This design comes from an exercise in tuning for small area on the open sky130 flow, not from production work. Function was checked by simulation only, so behaviour that the tests miss may differ from the original. No activity file was given, so power comes from the tool's default toggle rates.

[flow/design.v]
package reg_file_pkg;
    localparam int DATA_W_DEF = 32;
    localparam int ADDR_W_DEF = 5;
    localparam int ZERO_ADDR  = 0;
    function automatic integer lo(input integer idx, input integer w);
        lo = idx * w;
    endfunction
endpackage
module reg_file_wr_select
#(
    parameter int DATA_W = reg_file_pkg::DATA_W_DEF,
    parameter int ADDR_W = reg_file_pkg::ADDR_W_DEF,
    parameter int NUM_WR = 2
) (
    input  logic [NUM_WR-1:0]        wr_en_i,
    input  logic [NUM_WR*ADDR_W-1:0] wr_addr_i,
    input  logic [NUM_WR*DATA_W-1:0] wr_data_i,
    input  logic [ADDR_W-1:0]        addr_i,
    output logic                     hit_o,
    output logic [DATA_W-1:0]        data_o
);
    always_comb begin
        hit_o  = 1'b0;
        data_o = '0;
        for (int p = 0; p < NUM_WR; p++)
            if (wr_en_i[p] && wr_addr_i[reg_file_pkg::lo(p, ADDR_W) +: ADDR_W] == addr_i) begin
                hit_o  = 1'b1;
                data_o = wr_data_i[reg_file_pkg::lo(p, DATA_W) +: DATA_W];
            end
    end
endmodule
module reg_file_mp
#(
    parameter int DATA_W   = reg_file_pkg::DATA_W_DEF,
    parameter int ADDR_W   = reg_file_pkg::ADDR_W_DEF,
    parameter int NUM_RD   = 2,
    parameter int NUM_WR   = 2,
    parameter int ZERO_REG = 1,
    parameter int BYPASS   = 1
) (
    input  logic                     clk,
    input  logic                     reset,
    input  logic [NUM_RD-1:0]        rd_en,
    input  logic [NUM_RD*ADDR_W-1:0] rd_addr,
    output logic [NUM_RD*DATA_W-1:0] rd_data,
    output logic [NUM_RD-1:0]        rd_busy,
    input  logic [NUM_WR-1:0]        wr_en,
    input  logic [NUM_WR*ADDR_W-1:0] wr_addr,
    input  logic [NUM_WR*DATA_W-1:0] wr_data,
    input  logic                     res_en,
    input  logic [ADDR_W-1:0]        res_addr,
    output logic [2**ADDR_W-1:0]     busy_vec
);
    localparam int DEPTH = 2**ADDR_W;
    logic [DEPTH-1:0][DATA_W-1:0] mem_q;
    logic [DEPTH-1:0][DATA_W-1:0] mem_d;
    logic [DEPTH-1:0][DATA_W-1:0] w_data;
    logic [DEPTH-1:0]         w_hit;
    logic [DEPTH-1:0]         busy_q, busy_d;
    logic [ADDR_W-1:0]        ra [NUM_RD];
    logic [NUM_RD*DATA_W-1:0] rd_data_q, rd_data_d;
    logic [NUM_RD-1:0]        rd_busy_q, rd_busy_d;
    for (genvar a = 0; a < DEPTH; a++) begin : g_addr
        localparam bit ZA = ZERO_REG != 0 && a == reg_file_pkg::ZERO_ADDR;
        logic hit_raw;
        reg_file_wr_select #(.DATA_W(DATA_W), .ADDR_W(ADDR_W), .NUM_WR(NUM_WR)) u_sel (
            .wr_en_i  (wr_en),
            .wr_addr_i(wr_addr),
            .wr_data_i(wr_data),
            .addr_i   (ADDR_W'(a)),
            .hit_o    (hit_raw),
            .data_o   (w_data[a])
        );
        assign w_hit[a]  = hit_raw && !ZA;
        assign mem_d[a]  = w_hit[a] ? w_data[a] : mem_q[a];
        assign busy_d[a] = (res_en && res_addr == ADDR_W'(a) && !ZA) ? 1'b1 :
                           w_hit[a] ? 1'b0 : busy_q[a];
    end
    for (genvar i = 0; i < NUM_RD; i++) begin : g_ra
        assign ra[i] = rd_addr[reg_file_pkg::lo(i, ADDR_W) +: ADDR_W];
    end
    always_comb begin
        rd_data_d = rd_data_q;
        rd_busy_d = rd_busy_q;
        for (int i = 0; i < NUM_RD; i++)
            if (rd_en[i]) begin
                rd_data_d[reg_file_pkg::lo(i, DATA_W) +: DATA_W] = (BYPASS != 0 && w_hit[ra[i]]) ? w_data[ra[i]] : mem_q[ra[i]];
                rd_busy_d[i] = (BYPASS != 0) ? busy_d[ra[i]] : busy_q[ra[i]];
            end
    end
    always_ff @(posedge clk or posedge reset)
        if (reset) begin
            mem_q     <= '0;
            busy_q    <= '0;
            rd_data_q <= '0;
            rd_busy_q <= '0;
        end else begin
            mem_q     <= mem_d;
            busy_q    <= busy_d;
            rd_data_q <= rd_data_d;
            rd_busy_q <= rd_busy_d;
        end
    assign rd_data  = rd_data_q;
    assign rd_busy  = rd_busy_q;
    assign busy_vec = busy_q;
endmodule
[flow/run.sh]
#!/bin/bash
# synth_recipe.tcl (not shown) runs the flow's synth.tcl, then flattens the netlist and writes it again
# the make line also repeats each setting of config.mk as NAME=value (left out here)
make -C /OpenROAD-flow-scripts/flow DESIGN_CONFIG=/design/flow/config.mk WORK_HOME=/design/flow/orfs CLKGATE_MAP_FILE= SYNTH_SCRIPT=/design/flow/synth_recipe.tcl finish
[flow/config.mk]
export PLATFORM = sky130hd
export DESIGN_NAME = reg_file_mp
export DESIGN_NICKNAME = reg_file_mp
export VERILOG_FILES = /design/flow/design.v
export SDC_FILE = /design/flow/constraint.sdc
export NUM_CORES = 8
export LEC_CHECK = 0
export CAP_MARGIN = 20
export CORE_MARGIN = 2
export CORE_UTILIZATION = 40
export SLEW_MARGIN = 20
[flow/constraint.sdc]
create_clock -name core_clock -period 8.0 [get_ports {clk}]
set_input_delay 1.6000 -clock core_clock [delete_from_list [all_inputs] [get_ports {clk}]]
set_output_delay 1.6000 -clock core_clock [all_outputs]
set_load 0.01 [all_outputs]
==> summary.txt, run 1 <==
outcome timing/DRC/antenna clean; synthesized instance count 9202; Max Slew Vio Count 0; Die H 464 um; total gr overflow 0; Starting Density about two fifths; CP Data Arrival Time between 7 and 8 ns; Final ANT Viol Nets 0; TritonCTS clock tree done; number of placement rows 168; vias about 100000; largest net degree at the start of global routing 142; Iter 0 DRT Violations slightly below 20000; clk sink count between 1000 and 1500; GP Congestion about 1.1; Final Hold Violating Endpoints 0; Num CTS Buffers ~140; drt drc 0; Final Skew about 0.041 ns; HP Class flop to flop; cell accounting for the most synthesized area dfrtp_1; Die Wd ~460 um; CTS root buffer clkbuf_16; post-synth top area share 32.2%; power per cell area around 220 nW/um^2; DRT Pass-1 Iters 11; post-CTS setup buffers 0; Util after Layout approximately 46%; Post-synth top flop dfrtp_1; count of different cell masters after synthesis 96; Syn-to-layout area delta 13.5%; WL per Instance 44.5 um; Worst VDD drop between 200 and 300 uV; fillcell total around 20000; crit start category input pin; Ys Warns 3; CP max FO 61; Tightest Pin Transition between 1 and 1.5 ns; Hold WS 0.498 ns; Max Cap Viol 0; number of global-route vias before repair a little under 90000; Placed Instance Area between 90000 and 100000 um^2; Post-synth EDFFs 0; worst-skew pair later-pin latency around 0.86 ns; Core ar. 210000 um^2; CP Class input pin to flop; synth top area cells dfrtp_1, mux4_2, a22o_1, a21o_1, mux2i_1; initial antenna violation count 80; clock buffer depth 3; Leakage 41.5 nW; dpl hpwl 330 mm; Synth Cell Area around 85000 um^2; CP Capture Type flop; Nets about 9100; highest clock rate 0.141 GHz; share of layout cells above drive strength 1 between 15 and 20%; ys async rst share 100%; IO Count between 150 and 200; Final Instance Area ~96000 um^2; #FFs+latches synth 1089; overall routing resource usage between 40% and 50%; vias per cell 8.10; RSZ-0062 raised after global routing false; Post-CTS Resized 0; Hold Buf Count CTS 0; Total Power 21.4 mW; mean area per synthesized cell 9.21 um^2; min Tclk post-route 7.11 ns; Worst EP required roughly 8.8 ns; H-tree levels 4; Mapped Nets around 9300; setup violators final 0; worst rel slew slack approximately 8.6%; Final Cycle Share 88.9%; clock transition at the registers of the reported paths around 0.060 ns; setup TNS 0 ns; full die area between 200000 and 250000 um^2; Total Wirelength between 500 and 600 mm; PortBufs about 190; first-pass GRT wire length slightly above 700 mm; post-synthesis sequential area ratio 32.2%
==> power by group <==
part           internal (mW)  switching [mW]  leakage [nW]
registers               6.82            1.16          13.8
logic                   2.77            3.68          25.4
clock network           4.03            2.92          2.36
==> state kept, by name, summed over array words and instances (netlist names) <==
signal,flops
mem_q,992
rd_data_q,64
rd_busy_q,2
busy_q,31
==> cell families (layout without fill, tap and decap cells) <==
logic type	after synthesis	in the layout	synth area share [%]
flip-flops	1089	1089	32.2
other	1	119	0.00443
buffers and inverters	1196	1085	6.01
AO/OA/AOI/OAI	3244	3244	27.9
multiplexers	1024	1024	20.6
AND/OR/NAND/NOR	2648	2648	13.3
==> cells in the final DEF (no fill, tap or decap), drive strengths merged, types with 43 or more instances in the layout <==
cell and n:
a211oi 154, a21o 612, a21oi 240, a22o 646, a22oi 251, a31oi 74
and3 45, buf 602, clkbuf 216, clkdlybuf4s50 153, dfrtp 1089, diode 118
inv 82, mux2i 433, mux4 572, nand2 1090, nand3 206, nand4 44
nor2 879, nor3 218, nor4 43, o211ai 139, o21ai 526, o221ai 55
o22ai 131, o32ai 72
==> critical path, stage by stage <==
cell and delay (ns):
clkdlybuf4s50_1 0.85, nand4b_2 0.56, o22ai_1 0.31, mux2i_1 0.14, a311oi_2 0.68, a32o_4 0.62, buf_12 0.36, buf_4 0.56
mux4_2 0.31, mux2_2 0.15, o21ai_0 0.08, o31ai_1 1.13, buf_4 0.26, o2111a_1 0.18
==> Yosys cell counts (131+ instances only) <==
library cell / count
o22ai_1: 131
a21o_1: 612
buf_2: 167
o21ai_0: 520
mux2i_1: 433
a22oi_1: 249
a211oi_1: 153
clkbuf_1: 776
nor2_1: 878
mux4_2: 572
o211ai_1: 138
dfrtp_1: 1089
a21oi_1: 240
a22o_1: 646
nand2_1: 1090
nand3_1: 206
nor3_1: 218
==> worst paths after layout <==
| path | startpoint | to | slack [ns] | depth (start not counted) |
|---|---|---|---|---|
| max | wr_addr[1] | rd_data_q[63]$_DFFE_PP0P_ | 0.89 | 14 |
| min | mem_q[67]$_DFFE_PP0P_ | mem_q[67]$_DFFE_PP0P_ | 0.50 | 1 |
| max reg2reg | mem_q[906]$_DFFE_PP0P_ | rd_data_q[10]$_DFFE_PP0P_ | 5.30 | 7 |
| min reg2reg | mem_q[67]$_DFFE_PP0P_ | mem_q[67]$_DFFE_PP0P_ | 0.50 | 1 |
| max in group asynchronous | reset | mem_q[208]$_DFFE_PP0P_ | 4.90 | 4 |
| min in group asynchronous | reset | rd_data_q[59]$_DFFE_PP0P_ | 1.25 | 2 |
==> layer usage <==
metal	global-route usage, %	vias up	part of all wire (%)
met2	59.7	11400	36
met1	55.9	47300	33
li1	-	35000	-
met4	40.3	83	11
met3	30.0	3547	20
met5	3.07	-	0.24
==> area by class of cell <==
cell class,instances,area [um^2],share of cell area (%)
clock inverters,33,556,0.578
repair buffers,755,6720,6.98
clock buffers,216,4270,4.44
well taps,2805,3510,3.65
flip-flops and latches,1089,27300,28.3
multi-input cells,6917,53300,55.4
diodes,118,295,0.307
inverters,81,327,0.339
==> metrics by stage <==
| step | worst slack [ns] | instances |
|---|---|---|
| final | 0.886 | 12000 |
| after global routing | 0.878 | 11900 |
| after CTS | 1.28 | 11900 |
| after detailed placement | 0.413 | 11600 |
| after global placement | 0.442 | 11600 |
| after floorplan | -8.62 | 9202 |
==> run 2, diff against run 1 <==
==> flow/design.v (replaced) <==
package reg_file_pkg;
    localparam int DATA_W_DEF = 32;
    localparam int ADDR_W_DEF = 5;
    localparam int ZERO_ADDR  = 0;
    function automatic integer lo(input integer idx, input integer w);
        lo = idx * w;
    endfunction
endpackage
module reg_file_wr_select
#(
    parameter int ADDR_W = reg_file_pkg::ADDR_W_DEF
) (
    input  logic [1:0]        wr_en_i,
    input  logic [2*ADDR_W-1:0] wr_addr_i,
    input  logic [ADDR_W-1:0] addr_i,
    output logic              s1_o,
    output logic              s0_o,
    output logic              sh_o
);
    logic h0, h1;
    assign h0   = wr_en_i[0] && wr_addr_i[0 +: ADDR_W] == addr_i;
    assign h1   = wr_en_i[1] && wr_addr_i[ADDR_W +: ADDR_W] == addr_i;
    assign s1_o = h1;
    assign s0_o = h0 && !h1;
    assign sh_o = !(h0 || h1);
endmodule
module reg_file_mp
#(
    parameter int DATA_W   = reg_file_pkg::DATA_W_DEF,
    parameter int ADDR_W   = reg_file_pkg::ADDR_W_DEF,
    parameter int NUM_RD   = 2,
    parameter int NUM_WR   = 2,
    parameter int ZERO_REG = 1,
    parameter int BYPASS   = 1
) (
    input  logic                     clk,
    input  logic                     reset,
    input  logic [NUM_RD-1:0]        rd_en,
    input  logic [NUM_RD*ADDR_W-1:0] rd_addr,
    output logic [NUM_RD*DATA_W-1:0] rd_data,
    output logic [NUM_RD-1:0]        rd_busy,
    input  logic [NUM_WR-1:0]        wr_en,
    input  logic [NUM_WR*ADDR_W-1:0] wr_addr,
    input  logic [NUM_WR*DATA_W-1:0] wr_data,
    input  logic                     res_en,
    input  logic [ADDR_W-1:0]        res_addr,
    output logic [2**ADDR_W-1:0]     busy_vec
);
    localparam int DEPTH = 2**ADDR_W;
    logic [DEPTH-1:1][DATA_W-1:0] mem_q;
    logic [DEPTH-1:1]             valid_q;
    logic [DEPTH-1:1]             busy_q;
    logic                         par_q;
    logic [DEPTH-1:1]             s1, s0, sh;
    logic [DATA_W-1:0]            wd0, wd1, a0, a1;
    logic [NUM_RD*DATA_W-1:0]     rd_data_q, rd_data_d;
    logic [NUM_RD-1:0]            rd_busy_q, rd_busy_d;
    assign wd0 = wr_data[0 +: DATA_W];
    assign wd1 = wr_data[DATA_W +: DATA_W];
    assign a0  = wd0 ^ {DATA_W{par_q}};
    assign a1  = wd1 ^ {DATA_W{par_q}};
    for (genvar a = 1; a < DEPTH; a++) begin : g_addr
        reg_file_wr_select #(.ADDR_W(ADDR_W)) u_sel (
            .wr_en_i  (wr_en),
            .wr_addr_i(wr_addr),
            .addr_i   (ADDR_W'(a)),
            .s1_o     (s1[a]),
            .s0_o     (s0[a]),
            .sh_o     (sh[a])
        );
        always_ff @(posedge clk)
            mem_q[a] <= ~(({DATA_W{s1[a]}} & a1) | ({DATA_W{s0[a]}} & a0) |
                          ({DATA_W{sh[a]}} & mem_q[a]));
    end
    for (genvar i = 0; i < NUM_RD; i++) begin : g_rd
        logic [ADDR_W-1:0] ra;
        logic              nz, b1, b0, en_m, en_1, en_0, hold, busy_r, res_hit;
        logic [DEPTH-1:1]  msel;
        logic [DATA_W-1:0] m;
        assign ra  = rd_addr[i*ADDR_W +: ADDR_W];
        assign nz  = ra != '0;
        assign b1  = nz && wr_en[1] && wr_addr[ADDR_W +: ADDR_W] == ra;
        assign b0  = nz && wr_en[0] && wr_addr[0 +: ADDR_W] == ra && !b1;
        for (genvar a = 1; a < DEPTH; a++) begin : g_sel
            assign msel[a] = ra == ADDR_W'(a) && valid_q[a];
        end
        always_comb begin
            m = '0;
            for (int a = 1; a < DEPTH; a++)
                m = m | ({DATA_W{msel[a]}} & mem_q[a]);
        end
        assign en_m = rd_en[i] && |msel && !b1 && !b0;
        assign en_1 = rd_en[i] && b1;
        assign en_0 = rd_en[i] && b0;
        assign hold = !rd_en[i];
        assign rd_data_d[i*DATA_W +: DATA_W] =
            ({DATA_W{en_m}} & (m ^ {DATA_W{par_q}})) | ({DATA_W{en_1}} & wd1) |
            ({DATA_W{en_0}} & wd0) | ({DATA_W{hold}} & rd_data_q[i*DATA_W +: DATA_W]);
        assign res_hit = nz && res_en && res_addr == ra;
        assign busy_r  = res_hit || (!b1 && !b0 && busy_vec[ra]);
        assign rd_busy_d[i] = rd_en[i] ? busy_r : rd_busy_q[i];
    end
    always_ff @(posedge clk or posedge reset)
        if (reset) begin
            valid_q   <= '0;
            busy_q    <= '0;
            par_q     <= 1'b0;
            rd_data_q <= '0;
            rd_busy_q <= '0;
        end else begin
            valid_q   <= valid_q | ~sh;
            for (int a = 1; a < DEPTH; a++)
                busy_q[a] <= (res_en && res_addr == ADDR_W'(a)) || (sh[a] && busy_q[a]);
            par_q     <= !par_q;
            rd_data_q <= rd_data_d;
            rd_busy_q <= rd_busy_d;
        end
    assign rd_data  = rd_data_q;
    assign rd_busy  = rd_busy_q;
    assign busy_vec = {busy_q, 1'b0};
endmodule
==> summary.txt, run 2 <==
Failed Checks antenna rules; cell accounting for the most synthesized area dfxtp_1; top flop regs mem_q x992, rd_data_q x64; worst rel slew slack 4.75% (-3.9 points); Max Cap Viol 0 (unchanged); number of placement rows 142 (-15%); Synth Area in Adders 0% (unchanged); Starting Density 40.4% (about the same); clock buffer depth 3 (unchanged); GP Congestion 1.10 (+3.2%); synth top area cells dfxtp_1, a211oi_1, a21oi_1, nor2_1, a22oi_1; vias per cell 8.06 (-0.49%); compound-cell area share of the yosys netlist 34.2% (+6.3 points); WL per Instance 49.6 um (+12%); Final Cycle Share 74.3% (-15 points); post-synthesis simple-gate area fraction 18.3% (+5.0 points); Die Wd 393 um (-15%); setup TNS 0 ns (unchanged); clock share of power 30.2% (-2.3 points); H-tree levels 4 (unchanged); Worst EP required 8.70 ns (-0.09 ns); mux contribution to synthesized area 1.13% (-19 points); clock transition at the registers of the reported paths 0.07 ns (about the same); Post-CTS Resized 0 (unchanged); most common cell after layout, fill and taps aside nor2_1; count of different cell masters after synthesis 75 (-22%); Total Wirelength 479 mm (-10%); Largest Register mem_q; min Tclk post-route 5.95 ns (-1.17 ns); worst path bufs/invs 3 (-1); main combinational cell family by area after synthesis compound AO/OA/AOI/OAI gates; dpl hpwl 303 mm (-8.1%); post-synthesis xor/xnor area fraction 1.69% (+1.7 points); Mapped Nets 7828 (-16%); CP dominant cell by count buf_4; number of flip-flops under the largest register name 992 (unchanged); Final Hold Violating Endpoints 0 (unchanged); share of layout cells above drive strength 1 11.5% (-6.0 points); vias 77800 (-20%); Commonest cells post-synth nor2_1, a21oi_1, a211oi_1; slowest stage cell, crit path nor2b_2; switch share 39.0% (+2.7 points); critical path's top delay family simple AND/OR/NAND/NOR gates; overall routing resource usage 58.7% (+11 points); Ys Warns 1 (-2); Num CTS Buffers 134 (-5.0%); setup violators final 0 (unchanged); commonest non-fill, non-tap cells in the layout nor2_1, a21oi_1, a211oi_1; PortBufs 192 (unchanged); TritonCTS clock tree done; post-CTS setup buffers 0 (unchanged); clk sink count 1121 (+2.9%); CTS root buffer clkbuf_16; setup slack at placement 1.83 ns (+1.42 ns); Iter 0 DRT Violations 18700 (-5.7%); CP max FO 21 (-66%); highest clock rate 0.168 GHz (+20%); Logic pwr share 25.3% (-4.9 points); cells along the critical path buf_2, nor2b_2, buf_4, and3_2, buf_4, a22oi_1, nand4_1, or3_1, mux2i_1, o21ai_0; number of global-route vias before repair 66100 (-25%); Final ANT Viol Nets 1 (+1); largest net degree at the start of global routing 72 (-49%); P_sw 8.56 mW (+10%); first-pass GRT wire length 620 mm (-14%); Max Slew Vio Count 0 (unchanged); post-synthesis sequential area ratio 38.1% (+5.9 points); Final Skew 0.0313 ns (-0.00973 ns); synthesized instance count 7732 (-16%); Hold WS 0.513 ns (+0.0148 ns); crit start category input pin; CP Class input pin to flop; Int Power 13.4 mW (-1.8%); drt drc 0 (unchanged); most common cell in the netlist nor2_1; post-synth top area share 32.8% (+0.59 points); ys async rst share 11.5% (-88 points); Nets 7538 (-17%); Die H 393 um (-15%); #FFs+latches synth 1121 (+2.9%); Core ar. 150000 um^2 (-29%); mean area per synthesized cell 7.84 um^2 (-15%); Syn-to-layout area delta 16.5%; Worst VDD drop 256 uV (-0.61%); Hold Buf Count CTS 0 (unchanged); initial antenna violation count 76 (-5.0%); Post-synth top flop dfxtp_1; power per cell area 311 nW/um^2 (+40%); outcome finished with violations; Final Worst Setup Slack 2.05 ns (+1.17 ns); Tightest Pin Transition 1.42 ns (+0.0578 ns); IO Count 194 (unchanged); Post-synth EDFFs 0 (unchanged); Leakage 25.6 nW (-38%); Synth Cell Area 60600 um^2 (-28%); CP Data Arrival Time 6.65 ns (-1.25 ns); total gr overflow 0 (unchanged); crit-path max cell delay 1.11 ns (-0.02 ns); DRT Pass-1 Iters 14 (+3); worst-skew pair later-pin latency 0.84 ns (-0.02 ns); Flop pwr share 44.4% (+7.1 points); HP Class flop to flop; full die area 155000 um^2 (-28%); CP Capture Type flop; RSZ-0062 raised after global routing false
==> run 2: changes by cell type after synthesis, moves of 608 or more <==
cell and change:
dfrtp_1 -960, a21o_1 -608, a211oi_1 +844, nand2_1 -909, dfxtp_1 +992, a21oi_1 +778
==> run 2: power groups by stage <==
stage,logic [mW],clock network (mW),registers (mW)
3_3_place_gp,5.02,0,9.62
3_5_place_dp,5.13,0,9.58
6_report,5.56,6.63,9.75
2_1_floorplan,3.28,0,8.37
5_1_grt,5.82,6.78,9.67
4_1_cts,5.16,6.55,9.48
==> run 2: worst paths after layout <==
kind | slack [ns] | cells past startpoint | from | endpoint
max in group asynchronous | 5.37 | 3 | reset | par_q$_DFF_PP0_
min | 0.51 | 1 | valid_q[3]$_DFF_PP0_ | valid_q[3]$_DFF_PP0_
min in group asynchronous | 1.22 | 2 | reset | rd_data_q[56]$_DFF_PP0_
min reg2reg | 0.51 | 1 | valid_q[3]$_DFF_PP0_ | valid_q[3]$_DFF_PP0_
max reg2reg | 3.47 | 9 | valid_q[13]$_DFF_PP0_ | rd_data_q[47]$_DFF_PP0_
max | 2.05 | 10 | rd_addr[6] | rd_data_q[45]$_DFF_PP0_
==> run 2: cells by family (layout without fill, tap and decap cells) <==
kind of cell / count (synthesis) / in the layout
mux: 48 / 48
xor+xnor: 117 / 117
other cells: 1 / 102
simple gates: 2355 / 2355
compound gates: 3053 / 3053
buf+inv: 1037 / 846
flops: 1121 / 1121
==> run 2: per-stage QoR <==
step | utilization (%) | cell area, um^2 | power (mW) | instances
4_1_cts | 46.7 | 70200 | 21.2 | 9548
3_3_place_gp | 43.7 | 65500 | 14.6 | 9312
6_report | 47.0 | 70600 | 21.9 | 9658
2_1_floorplan | - | 60600 | 11.7 | 7732
3_5_place_dp | 43.7 | 65600 | 14.7 | 9313
5_1_grt | 46.9 | 70400 | 22.3 | 9584
==> run 2: worst register-to-register path, cell delays in order (launching register included) <==
cell and delay (ns):
dfrtp_1 0.35, buf_4 0.24, and3b_1 0.60, and2_2 0.72
buf_4 0.44, a2111oi_0 0.49, nor4bb_1 0.55, nand4_1 0.56
mux2i_1 0.33, o21ai_0 0.12
==> run 2: cell type report <==
class	count	area [um^2]
Antenna cell	101	253
Clock buffer	195	4020
Clock inverter	40	557
Fill cell	14700	79500
Inverter	41	159
Multi-Input combinational cell	5574	35000
Sequential cell	1121	23100
Tap cell	2016	2520
Timing Repair Buffer	570	5010
==> run 2: metal layers <==
metal	global-route usage [%]	part of all wire, %
met2	73.9	36
met1	71.3	36
met4	42.1	9.5
met5	3.82	0.26
met3	35.8	19
==> run 3, diff against run 2 <==
==> flow/flow/run.sh (new file) <==
#!/bin/bash
# Layout flow: the standard flow (standard.sh) with these changes:
#  - synthesis: ABC maps with an area-oriented script (flow/abc_area.script) instead of
#    ORFS's delay-oriented one; every other synthesis step is the standard flow's own;
#  - port buffers use the smallest buffer cell;
#  - clock tree synthesis adds no dummy loads and drives larger clusters of registers;
#  - up to 10 rounds of antenna repair after detailed routing (5 in ORFS).
set -euo pipefail
HERE=$PWD
export FLOW_ABC_SCRIPT=$HERE/flow/abc_area.script
export FLOW_SYNTH_TCL=$HERE/synth_recipe.tcl
bash standard.sh SYNTH_SCRIPT=$HERE/flow/synth.tcl synth > $HERE/synth.log 2>&1
bash standard.sh \
  "BUFFER_PORTS_ARGS=-buffer_cell sky130_fd_sc_hd__buf_1" \
  MAX_REPAIR_ANTENNAS_ITER_DRT=10 \
  "CTS_ARGS=-sink_clustering_enable -repair_clock_nets -dont_use_dummy_load -buf_list {sky130_fd_sc_hd__clkbuf_16} -sink_clustering_size 25 -sink_clustering_max_diameter 100" \
  > $HERE/layout.log 2>&1
==> flow/flow/abc_area.script (new file) <==
&get -n
&st
&dch -f
&nf -R 1000 -F 8 -C 32
&st
&dch -f
&nf -R 1000 -F 8 -C 32
&put
==> flow/flow/synth.tcl (new file) <==
# The standard flow's synthesis script (synth_recipe.tcl) with ABC run on flow/abc_area.script
proc abc {args} {
  set i [lsearch -exact $args -script]
  lset args [expr {$i + 1}] $::env(FLOW_ABC_SCRIPT)
  yosys abc {*}$args
}
source $::env(FLOW_SYNTH_TCL)
==> flow/standard.sh (new file) <==
#!/bin/bash
# synth_recipe.tcl (not shown) runs the flow's synth.tcl, then flattens the netlist and writes it again
# the make line also repeats each setting of config.mk as NAME=value (left out here)
make -C /OpenROAD-flow-scripts/flow DESIGN_CONFIG=/design/flow/config.mk WORK_HOME=/design/flow/orfs CLKGATE_MAP_FILE= SYNTH_SCRIPT=/design/flow/synth_recipe.tcl "${@:-finish}"
removed: flow/run.sh
==> summary.txt, run 3 <==
Num CTS Buffers 51 (-62%); CP max FO 32 (+52%); CP Class input pin to flop; Post-synth EDFFs 0 (unchanged); vias per cell 8.90 (+10%); worst hold path depth 1 (unchanged); Tightest Pin Transition 1.24 ns (-0.178 ns); Post-synth top flop dfxtp_1; count of different cell masters after synthesis 37 (-51%); slowest stage cell, crit path clkbuf_2; GR Layer Usage met3 18.0% (-18 points); #FFs+latches synth 1121 (unchanged); highest clock rate 0.191 GHz (+14%); mean area per synthesized cell 11.3 um^2 (+45%); Total Power 14.6 mW (-34%); ys async rst share 11.5% (unchanged); overall routing resource usage 43.6% (-15 points); most common cell after layout, fill and taps aside a222oi_1; PortBufs 192 (unchanged); M1 GR Usage 54.2% (-17 points); crit-path max cell delay 0.71 ns (-0.40 ns); post-CTS setup buffers 0 (unchanged); Mapped Nets 4261 (-46%); full die area 121000 um^2 (-22%); worst rel slew slack 17.2% (+12 points); drt drc 0 (unchanged); crit start category input pin; IO Count 194 (unchanged); Seq. cell area 23100 um^2 (about the same); multi-input logic area 25600 um^2 (-27%); initial antenna violation count 13 (-83%); Iter 0 DRT Violations 18000 (-3.6%); Hold WS 0.473 ns (-0.0395 ns); WL per Instance 44.8 um (-9.8%); GR peak layer met2; Worst VDD drop 178 uV (-31%); synth top area cells dfxtp_1, a222oi_1, a22oi_1, dfrtp_1, nand4_1; top flop regs mem_q x992, rd_data_q x64; dpl hpwl 163 mm (-46%); M2 GR Usage 58.4% (-15 points); Final Skew 0.0437 ns (+0.0123 ns); vias 55200 (-29%); Worst EP required 8.61 ns (-0.09 ns); GP Congestion 1.04 (-5.9%); cells along the critical path clkbuf_2, clkinv_1, a221oi_1, nand3b_1, a2111oi_0, nand2_1, nor2_4, buf_4, a222oi_1, o21ai_0; HP Class flop to flop; Final Hold Violating Endpoints 0 (unchanged); worst-skew pair later-pin latency 0.72 ns (-0.12 ns); Final Cycle Share 65.3% (-9.0 points); fillcell total 11000 (-26%); Max Slew Vio Count 0 (unchanged); clk sink count 1121 (unchanged); Ys Warns 1 (unchanged); setup TNS 0 ns (unchanged); Post-CTS Resized 0 (unchanged); largest net degree at the start of global routing 75 (+4.2%); Nets 4763 (-37%); RSZ-0062 raised after global routing false; power per cell area 266 nW/um^2 (-14%); Max Cap Viol 0 (unchanged); CP Capture Type flop; Synth Cell Area 47200 um^2 (-22%); FF-to-FF path depth 8 (-1); H-tree levels 2 (-2); cell accounting for the most synthesized area dfxtp_1; outcome timing/DRC/antenna clean; Largest Register mem_q; clock buffer depth 3 (unchanged); Syn-to-layout area delta 16.1%; synthesized instance count 4165 (-46%); Hold Buf Count CTS 0 (unchanged); commonest non-fill, non-tap cells in the layout a222oi_1, dfxtp_1, a22oi_1; Final ANT Viol Nets 0 (-1); Total Wirelength 278 mm (-42%); TritonCTS clock tree done; share of layout cells above drive strength 1 11.6% (+0.14 points); CP Data Arrival Time 5.84 ns (-0.81 ns); total gr overflow 0 (unchanged); min Tclk post-route 5.23 ns (-0.721 ns); clock transition at the registers of the reported paths 0.10 ns (+0.03 ns); most common cell in the netlist a222oi_1; Commonest cells post-synth a222oi_1, dfxtp_1, a22oi_1; setup violators final 0 (unchanged); Leakage 19.9 nW (-22%); DRT Pass-1 Iters 22 (+8); Die Wd 348 um (-12%); number of global-route vias before repair 50700 (-23%); post-synthesis sequential area ratio 48.9% (+11 points); post-synth top area share 42.1% (+9.3 points); number of flip-flops under the largest register name 992 (unchanged); Die H 348 um (-12%); CTS root buffer clkbuf_16; Core ar. 118000 um^2 (-22%); number of placement rows 126 (-11%); Starting Density 40.1% (-0.25 points); first-pass GRT wire length 388 mm (-37%)
[run 3: changes by cell type after synthesis, moves of 312 or more]
cell / previous run / this run
a222oi_1: 26 / 1120
clkbuf_1: 816 / 0
a211oi_1: 997 / 0
a21oi_1: 1018 / 14
nor2_1: 1192 / 51
a22oi_1: 584 / 896
[run 3: final cells by class]
class	instances	area share [%]
flip-flops and latches	1121	42.1
well taps	1536	3.51
inverters	30	0.219
repair buffers	450	4.98
multi-input cells	3013	46.8
diodes	4	0.0183
clock buffers	51	2.33
[run 3: per-layer routing]
| metal | wire, um | share of wire [%] |
|---|---|---|
| met5 | 169 | 0.061 |
| met4 | 27100 | 9.7 |
| met3 | 50100 | 18 |
| met2 | 107000 | 39 |
| met1 | 93200 | 34 |
[run 3: path summary, 6_finish.rpt]
kind	startpoint	to	slack, ns
worst max-delay path	rd_addr[9]	rd_data_q[37]$_DFF_PP0_	2.77
max in group asynchronous	reset	busy_q[21]$_DFF_PP0_	5.43
worst max register to register	valid_q[14]$_DFF_PP0_	rd_data_q[23]$_DFF_PP0_	4.60
worst min register to register	mem_q[952]$_DFF_P_	mem_q[952]$_DFF_P_	0.47
min in group asynchronous	reset	rd_data_q[12]$_DFF_PP0_	1.04
worst min-delay path	mem_q[952]$_DFF_P_	mem_q[952]$_DFF_P_	0.47
[run 3: worst max-delay path: cells and delay by family]
family,cells,cell delay (ns)
compound gates,4,1.85
buf+inv,3,1.80
simple gates,3,0.49
[run 3: cells by family (layout without fill, tap and decap cells)]
family,Yosys count,count (layout),share of synthesized area [%]
compound gates,2215,2215,40.6
flops,1121,1121,48.9
simple gates,662,662,7.72
xor+xnor,135,135,2.51
buf+inv,31,531,0.254
other cells,1,5,0.00795
[run 3: report_power, final]
group          switching, mW  internal (mW)  total, mW
Clock                   1.93           1.14       3.07
Combinational           1.58           1.15       2.73
Sequential              1.45           7.31       8.76
[run 3: through the flow]
step / setup slack, ns / util [%] / instance area, um^2 / instances
global placement: 1.88 / 45.4 / 53400 / 6144
floorplan: 1.78 / - / 47200 / 4165
CTS: 3.13 / 46.5 / 54700 / 6200
finish: 2.77 / 46.6 / 54800 / 6205
detailed placement: 2.39 / 45.5 / 53500 / 6149
global route: 2.89 / 46.6 / 54800 / 6201

static timing again, ports no longer ideal:
Ports are ideal in the flow. The routed layouts listed here were re-timed in OpenROAD.
Step 1 sets driving cells, clkbuf_16 on the clock port and buf_2 on the other inputs (assumed; they add their load-dependent delay and slew).
Step 2 adds t to the input delays and takes it off the output delays; t is the mean of the earliest and latest rising clock arrival at the registers after step 1. Input paths then give back, and output paths get back, about the clock's delay inside the block.
a / b / c = no drivers / after step 1 / after step 2; a / b = the first two.
run	t, ns	setup slack, ns	hold WS [ns]	clock arrival spread, ns	worst slew at a driven data input, ns
run 1	0.942	0.886 / 0.884 / -0.058	0.498 / 0.498 / 0.498	0.048 / 0.048	0.49
run 2	0.928	2.052 / 2.128 / 1.200	0.513 / 0.513 / 0.513	0.043 / 0.043	0.17
run 3	0.771	2.773 / 2.819 / 2.048	0.473 / 0.473 / 0.473	0.051 / 0.052	0.08
Met with ideal ports but missed after step 2: setup timing in run 1. For run 1, which loses most, drivers alone change the setup slack by -0.002 ns; drivers and shift together by -0.944 ns.
